This is an optimization exercise on Yosys and OpenROAD, whose aim is small area and a short achievable clock period, not a production implementation.
Function was checked by simulation only, so behaviour that the tests miss may differ from the original.
Power figures rest on the tool's default switching activity, not on a simulated workload.

Setup of old:
==> flow/design.v (excerpt) <==
module coeff_loader #(
  parameter int TAPS    = coeff_loader_pkg::DEFAULT_TAPS,
  parameter int BW      = coeff_loader_pkg::DEFAULT_BW,
  parameter int TIMEOUT = 16
) (
  input  logic                        clk,
  input  logic                        rst,
  input  logic                        wr_en,
  input  logic [$clog2(TAPS)-1:0]     wr_addr,
  input  logic signed [BW-1:0]        wr_data,
  input  logic                        start,
  input  logic                        abort,
  output logic                        cfg_vld,
  output logic signed [BW-1:0]        cfg_data,
  output logic                        cfg_done_in,
  input  logic                        cfg_done_out,
  output logic                        busy,
  output logic                        done,
  output logic                        err
);
Size in the first run: roughly 2100 flip-flops, ~0.076 mm² of cells after synthesis.
clock: 6.0 ns
lec_check: 0
cap_margin: 20
core_margin: 2
core_utilization: 55
setup_slack_margin: 3.4
slew_margin: 20
synth_hierarchical: 1
synth_minimum_keep_size: 0
run.sh (not shown) runs the stock make flow with config.mk's settings and CLKGATE_MAP_FILE= SYNTH_SCRIPT=/design/flow/synth_recipe.tcl, a recipe that flattens the netlist after the stock synthesis.
The flow ended early for old: it failed with a tool error in global routing.
[inputs] new vs old
Settings: swapping 3.4 for 3.0 in SETUP_SLACK_MARGIN.
Results
new against old; count of cells resized by post-cts repair is down by more than a quarter.
Reported for new and old, complex-gate fraction of the synthesized area turned out identical to the last digit.
From new to old, share of cell area taken by muxes after synthesis did not move at all.
None of the runs new and old ends with a clean layout.
new: GRT-0116 in global routing -> run aborted
Tool error GRT-0116 stopped old during global routing; no final results.
Measured against old, the total setup buffers inserted after CTS of new comes out at 0.68 times the reference value.
Diff new..old | initial cell density of the core | unchanged
Reported for new and old, unique cell type count in the Yosys netlist turned out identical to the last digit.
new -> old: synthesized cell count delta 0, exact match


== trial 39 ==
The RTL this note starts from:
==> flow/design.v <==
package coeff_loader_pkg;
  localparam int DEFAULT_TAPS = 128;
  localparam int DEFAULT_BW   = 16;
  typedef enum logic [2:0] {
    IDLE = 3'd0,
    SYNC = 3'd1,
    SEND = 3'd2,
    WAIT = 3'd3,
    ACK  = 3'd4
  } state_t;
endpackage
module coeff_loader #(
  parameter int TAPS    = coeff_loader_pkg::DEFAULT_TAPS,
  parameter int BW      = coeff_loader_pkg::DEFAULT_BW,
  parameter int TIMEOUT = 16
) (
  input  logic                        clk,
  input  logic                        rst,
  input  logic                        wr_en,
  input  logic [$clog2(TAPS)-1:0]     wr_addr,
  input  logic signed [BW-1:0]        wr_data,
  input  logic                        start,
  input  logic                        abort,
  output logic                        cfg_vld,
  output logic signed [BW-1:0]        cfg_data,
  output logic                        cfg_done_in,
  input  logic                        cfg_done_out,
  output logic                        busy,
  output logic                        done,
  output logic                        err
);
  localparam int AW = $clog2(TAPS);
  localparam int TW = $clog2(TIMEOUT);
  logic          i_idle, i_sync, i_nsend, i_wait;
  logic          s_idle, s_sync, s_send, s_wait;
  logic          n_sync, n_send, n_wait, n_ack, n_stay, n_to, go;
  logic [TW-1:0] tcnt;      
  localparam int LW = 4;
  localparam int NL = 1 << LW;
  localparam int NH = TAPS / NL;
  logic [NL-1:0] rlo_n;     
  logic [NH-1:0] rhi_n;     
  logic          r_one;     
  assign s_idle = i_idle;
  assign s_sync = i_sync;
  assign s_send = !i_nsend;
  assign s_wait = i_wait;
  assign n_sync = !abort & s_idle & start;
  assign r_one  = !(rlo_n[1] | rhi_n[0]);
  assign n_send = !abort & (s_sync | (s_send & !r_one));
  assign n_stay = !abort & s_wait & !cfg_done_out & (tcnt != TW'(TIMEOUT - 1));
  assign n_to   = !abort & s_wait & !cfg_done_out & (tcnt == TW'(TIMEOUT - 1));
  assign n_wait = (!abort & s_send & r_one) | n_stay;
  assign n_ack  = !abort & s_wait & cfg_done_out;
  assign go     = n_sync | n_send;
  always_ff @(posedge clk or posedge rst) begin
    if (rst) begin
      i_idle      <= 1'b1;
      i_sync      <= 1'b0;
      i_nsend     <= 1'b1;
      i_wait      <= 1'b0;
      tcnt        <= '0;
      rlo_n       <= {{(NL-1){1'b1}}, 1'b0};
      rhi_n       <= {{(NH-1){1'b1}}, 1'b0};
      busy        <= 1'b0;
      cfg_vld     <= 1'b0;
      cfg_done_in <= 1'b0;
      done        <= 1'b0;
      err         <= 1'b0;
    end else begin
      i_idle      <= !(go | n_wait | n_ack);
      i_sync      <= n_sync;
      i_nsend     <= !n_send;
      i_wait      <= n_wait;
      tcnt        <= n_stay ? tcnt + TW'(1) : '0;
      rlo_n       <= go ? {rlo_n[NL-2:0], rlo_n[NL-1]} : {{(NL-1){1'b1}}, 1'b0};
      if (!go)
        rhi_n <= {{(NH-1){1'b1}}, 1'b0};
      else if (!rlo_n[NL-1])
        rhi_n <= {rhi_n[NH-2:0], rhi_n[NH-1]};
      busy        <= go | n_wait | n_ack;
      cfg_vld     <= n_send;
      cfg_done_in <= n_sync | n_ack;
      done        <= n_ack;
      if (n_sync)
        err <= 1'b0;
      else if (n_to)
        err <= 1'b1;
    end
  end
  logic          par;                
  logic          wen;                
  logic [BW-1:0] wd;                 
  logic          wh;                 
  always_ff @(posedge clk)
    par <= !par;
  assign wen = wr_en & s_idle;
  assign wd  = wr_data ^ {BW{par}};
  assign wh  = wen & (wr_addr == '0);
  logic [TAPS-1:0] we, hold;
  coeff_loader_dec  #(.AW(AW), .N(TAPS)) u_we   (.a(wr_addr), .en(wen), .y(we));
  coeff_loader_decn #(.AW(AW), .N(TAPS)) u_hold (.a(wr_addr), .en(wen), .yn(hold));
  logic [BW-1:0] mem [TAPS];
  logic [BW-1:0] mem_d [TAPS];
  for (genvar i = 0; i < TAPS; i++) begin : g_word
    for (genvar b = 0; b < BW; b++) begin : g_bit
      coeff_loader_oai22 u (
        .a1(mem[i][b]), .a2(we[i]), .b1(hold[i]), .b2(wd[b]), .y(mem_d[i][b]));
    end
  end
  always_ff @(posedge clk) begin
    for (int i = 0; i < TAPS; i++)
      mem[i] <= mem_d[i];
  end
  localparam int NG = 8;
  localparam int GN = TAPS / NG;
  logic [TAPS-1:0]    rsel, sel;
  logic [BW-1:0]      rd;
  logic [NG*BW-1:0]   rp, rq;
  logic [TAPS*BW-1:0] mem_flat;
  always_comb
    for (int i = 0; i < TAPS; i++)
      mem_flat[i*BW +: BW] = mem[i];
  coeff_loader_dec2 #(.NL(NL), .NH(NH)) u_rdec (.lo_n(rlo_n), .hi_n(rhi_n), .y(rsel));
  assign sel = {rsel[TAPS-1:1], rsel[0] & !wh};
  coeff_loader_rdgrp #(.BW(BW), .N(GN + 1)) u_rd0 (
    .sel({wh, sel[GN-1:0]}), .d({wd, mem_flat[GN*BW-1:0]}), .y_n(rp[BW-1:0]));
  for (genvar g = 1; g < NG; g++) begin : g_rd
    coeff_loader_rdgrp #(.BW(BW), .N(GN)) u_rd (
      .sel(sel[g*GN +: GN]), .d(mem_flat[g*GN*BW +: GN*BW]), .y_n(rp[g*BW +: BW]));
  end
  always_ff @(posedge clk)
    rq <= rp;
  always_comb begin
    rd = '0;
    for (int g = 0; g < NG; g++)
      rd = rd | ~rq[g*BW +: BW];
  end
  always_ff @(posedge clk or posedge rst) begin
    if (rst)
      cfg_data <= '0;
    else if (n_send)
      cfg_data <= ~rd ^ {BW{par}};
  end
endmodule
module coeff_loader_dec #(
  parameter int AW = 7,
  parameter int N  = 128
) (
  input  logic [AW-1:0] a,
  input  logic          en,
  output logic [N-1:0]  y
);
  always_comb
    for (int i = 0; i < N; i++)
      y[i] = en & (a == AW'(i));
endmodule
module coeff_loader_dec2 #(
  parameter int NL = 16,
  parameter int NH = 8
) (
  input  logic [NL-1:0]    lo_n,
  input  logic [NH-1:0]    hi_n,
  output logic [NL*NH-1:0] y
);
  always_comb
    for (int h = 0; h < NH; h++)
      for (int l = 0; l < NL; l++)
        y[h*NL + l] = !(hi_n[h] | lo_n[l]);
endmodule
module coeff_loader_decn #(
  parameter int AW = 7,
  parameter int N  = 128
) (
  input  logic [AW-1:0] a,
  input  logic          en,
  output logic [N-1:0]  yn
);
  always_comb
    for (int i = 0; i < N; i++)
      yn[i] = !(en & (a == AW'(i)));
endmodule
module coeff_loader_rdgrp #(
  parameter int BW = 16,
  parameter int N  = 32
) (
  input  logic [N-1:0]    sel,
  input  logic [N*BW-1:0] d,
  output logic [BW-1:0]   y_n
);
  localparam int N3 = N / 3;
  localparam int NR = N - 3 * N3;
  localparam int NP = N3 + (NR > 0 ? 1 : 0);
  for (genvar b = 0; b < BW; b++) begin : g_bit
    logic [NP-1:0] p_n;
    for (genvar k = 0; k < N3; k++) begin : g_aoi
      coeff_loader_aoi222 u (
        .a1(sel[3*k]),     .a2(d[(3*k)*BW + b]),
        .b1(sel[3*k + 1]), .b2(d[(3*k + 1)*BW + b]),
        .c1(sel[3*k + 2]), .c2(d[(3*k + 2)*BW + b]),
        .y(p_n[k]));
    end
    if (NR == 2) begin : g_r2
      coeff_loader_aoi22 u (
        .a1(sel[3*N3]),     .a2(d[(3*N3)*BW + b]),
        .b1(sel[3*N3 + 1]), .b2(d[(3*N3 + 1)*BW + b]),
        .y(p_n[N3]));
    end else if (NR == 1) begin : g_r1
      assign p_n[N3] = !(sel[3*N3] & d[(3*N3)*BW + b]);
    end
    assign y_n[b] = &p_n;
  end
endmodule
module coeff_loader_aoi222 (
  input  logic a1, a2, b1, b2, c1, c2,
  output logic y
);
  assign y = !((a1 & a2) | (b1 & b2) | (c1 & c2));
endmodule
module coeff_loader_aoi22 (
  input  logic a1, a2, b1, b2,
  output logic y
);
  assign y = !((a1 & a2) | (b1 & b2));
endmodule
module coeff_loader_oai22 (
  input  logic a1, a2, b1, b2,
  output logic y
);
  assign y = !((a1 | a2) & (b1 | b2));
endmodule
export LEC_CHECK = 0
export CAP_MARGIN = 20
export CORE_MARGIN = 2
export CORE_UTILIZATION = 40
export CTS_CLUSTER_DIAMETER = 100
export CTS_CLUSTER_SIZE = 30
export SETUP_SLACK_MARGIN = 3.4
export SLEW_MARGIN = 20
export SYNTH_HIERARCHICAL = 1
export SYNTH_MINIMUM_KEEP_SIZE = 0
create_clock -name core_clock -period 6.0 [get_ports {clk}]
diff inputs: trial 39 => build 31
Settings: SETUP_SLACK_MARGIN now 3.6, was 3.4.
==> run summary <==
- [compare] base=trial 39 new=build 31: critical path data required time lower; half-perimeter wire length after detailed placement roughly the same.
- Between trial 39 and build 31, the flow reports aggregate routed wire length increasing by a few percent.


Setup of v22:
Another version of the RTL of coeff_loader (not shown whole).
Size: ~6000 cells after synthesis, ~2200 flip-flops, ~50 I/O pins.
==> flow/config.mk <==
export PLATFORM = sky130hd
export DESIGN_NAME = coeff_loader
export DESIGN_NICKNAME = coeff_loader
export VERILOG_FILES = /design/flow/design.v
export SDC_FILE = /design/flow/constraint.sdc
export NUM_CORES = 4
export LEC_CHECK = 0
export CAP_MARGIN = 20
export CORE_MARGIN = 2
export CORE_UTILIZATION = 55
export CTS_CLUSTER_DIAMETER = 80
export CTS_CLUSTER_SIZE = 24
export SETUP_SLACK_MARGIN = 3.45
export SLEW_MARGIN = 20
export SYNTH_HIERARCHICAL = 1
export SYNTH_MINIMUM_KEEP_SIZE = 0
==> flow/constraint.sdc <==
create_clock -name core_clock -period 6.0 [get_ports {clk}]
set_input_delay 1.2000 -clock core_clock [delete_from_list [all_inputs] [get_ports {clk}]]
set_output_delay 1.2000 -clock core_clock [all_outputs]
set_load 0.01 [all_outputs]
Here is what was changed in the inputs of v40 compared with v22.
# v22
export LEC_CHECK = 0
export CAP_MARGIN = 20
export CORE_MARGIN = 2
export CORE_UTILIZATION = 55
export CTS_CLUSTER_DIAMETER = 80
export CTS_CLUSTER_SIZE = 24
export SETUP_SLACK_MARGIN = 3.45
export SLEW_MARGIN = 20
export SYNTH_HIERARCHICAL = 1
export SYNTH_MINIMUM_KEEP_SIZE = 0
create_clock -name core_clock -period 6.0 [get_ports {clk}]
# v40
export LEC_CHECK = 0
export CAP_MARGIN = 20
export CORE_MARGIN = 2
export CORE_UTILIZATION = 40
export CTS_CLUSTER_DIAMETER = 80
export CTS_CLUSTER_SIZE = 24
export SETUP_SLACK_MARGIN = 3.5
export SLEW_MARGIN = 20
export SYNTH_HIERARCHICAL = 1
export SYNTH_MINIMUM_KEEP_SIZE = 0
create_clock -name core_clock -period 6.0 [get_ports {clk}]
### Flow results
v40 vs v22: number of instances resized during post-cts repair up by more than a quarter. Delta (v40 minus v22): final RePlAce weighted congestion increased 1.8%, final standard cell area without fillers up 2.7%.
The inputs of v10 differ from those of v40 as listed below.
# v40
export LEC_CHECK = 0
export CAP_MARGIN = 20
export CORE_MARGIN = 2
export CORE_UTILIZATION = 40
export CTS_CLUSTER_DIAMETER = 80
export CTS_CLUSTER_SIZE = 24
export SETUP_SLACK_MARGIN = 3.5
export SLEW_MARGIN = 20
export SYNTH_HIERARCHICAL = 1
export SYNTH_MINIMUM_KEEP_SIZE = 0
create_clock -name core_clock -period 6.0 [get_ports {clk}]
# v10
export LEC_CHECK = 0
export CAP_MARGIN = 20
export CORE_MARGIN = 2
export CORE_UTILIZATION = 50
export CTS_CLUSTER_DIAMETER = 80
export CTS_CLUSTER_SIZE = 24
export SETUP_SLACK_MARGIN = 3.45
export SLEW_MARGIN = 20
export SYNTH_HIERARCHICAL = 1
export SYNTH_MINIMUM_KEEP_SIZE = 0
create_clock -name core_clock -period 6.0 [get_ports {clk}]
## What came out
Clock latency of the later-clocked register in the worst-skew pair, v40 and v10: smaller value in v10
v10 vs. v40: fraction of the cycle the final worst path needs went up by 0.48 points.
Re antenna diode count: v40 and v10 aren't equal, and the lower value belongs to v10.
Power: v10 draws less than v40
Compared with v40, in v10 routed wire length held steady, count of clock-net buffers in the final layout grew by about 2.3%.
Changes observed in v10 relative to v40: final core utilization picked up an extra 11 points; initial antenna violation count picked up an extra 2.

afterwards: timing with drivers on the ports:
Ports are ideal in the flow. The routed layouts listed here were re-timed in OpenROAD. Step 1 sets driving cells, clkbuf_16 on the clock port and buf_2 on the other inputs (assumed; they add their load-dependent delay and slew). Step 2 also shifts input and output timing later by t, the mid clock arrival at the registers, as if the neighbouring blocks saw the same clock. a / b / c = ideal ports / drivers / drivers and shift; a / b = the first two.
| run | shift t [ns] | setup WS [ns] | worst hold slack (ns) | worst setup path after step 2 |
|---|---|---|---|---|
| trial 39 | 0.841 | 3.212 / 3.270 / 2.428 | 0.449 / 0.449 / 0.449 | input to register |
| build 31 | 0.835 | 3.434 / 3.395 / 2.625 | 0.448 / 0.448 / 0.448 | input to register |
| v22 | 0.824 | 3.376 / 3.304 / 2.838 | 0.429 / 0.429 / 0.429 | input to register |
| v40 | 0.867 | 3.333 / 3.252 / 2.816 | 0.444 / 0.444 / 0.444 | input to register |
| v10 | 0.849 | 3.304 / 3.274 / 3.027 | 0.446 / 0.446 / 0.446 | input, reset recovery |
After both steps every run listed still meets setup and hold. The setup slack of build 31, which loses most, moves by -0.039 ns with the drivers and by -0.809 ns with both steps. The worst setup slack also covers recovery checks on asynchronous resets.
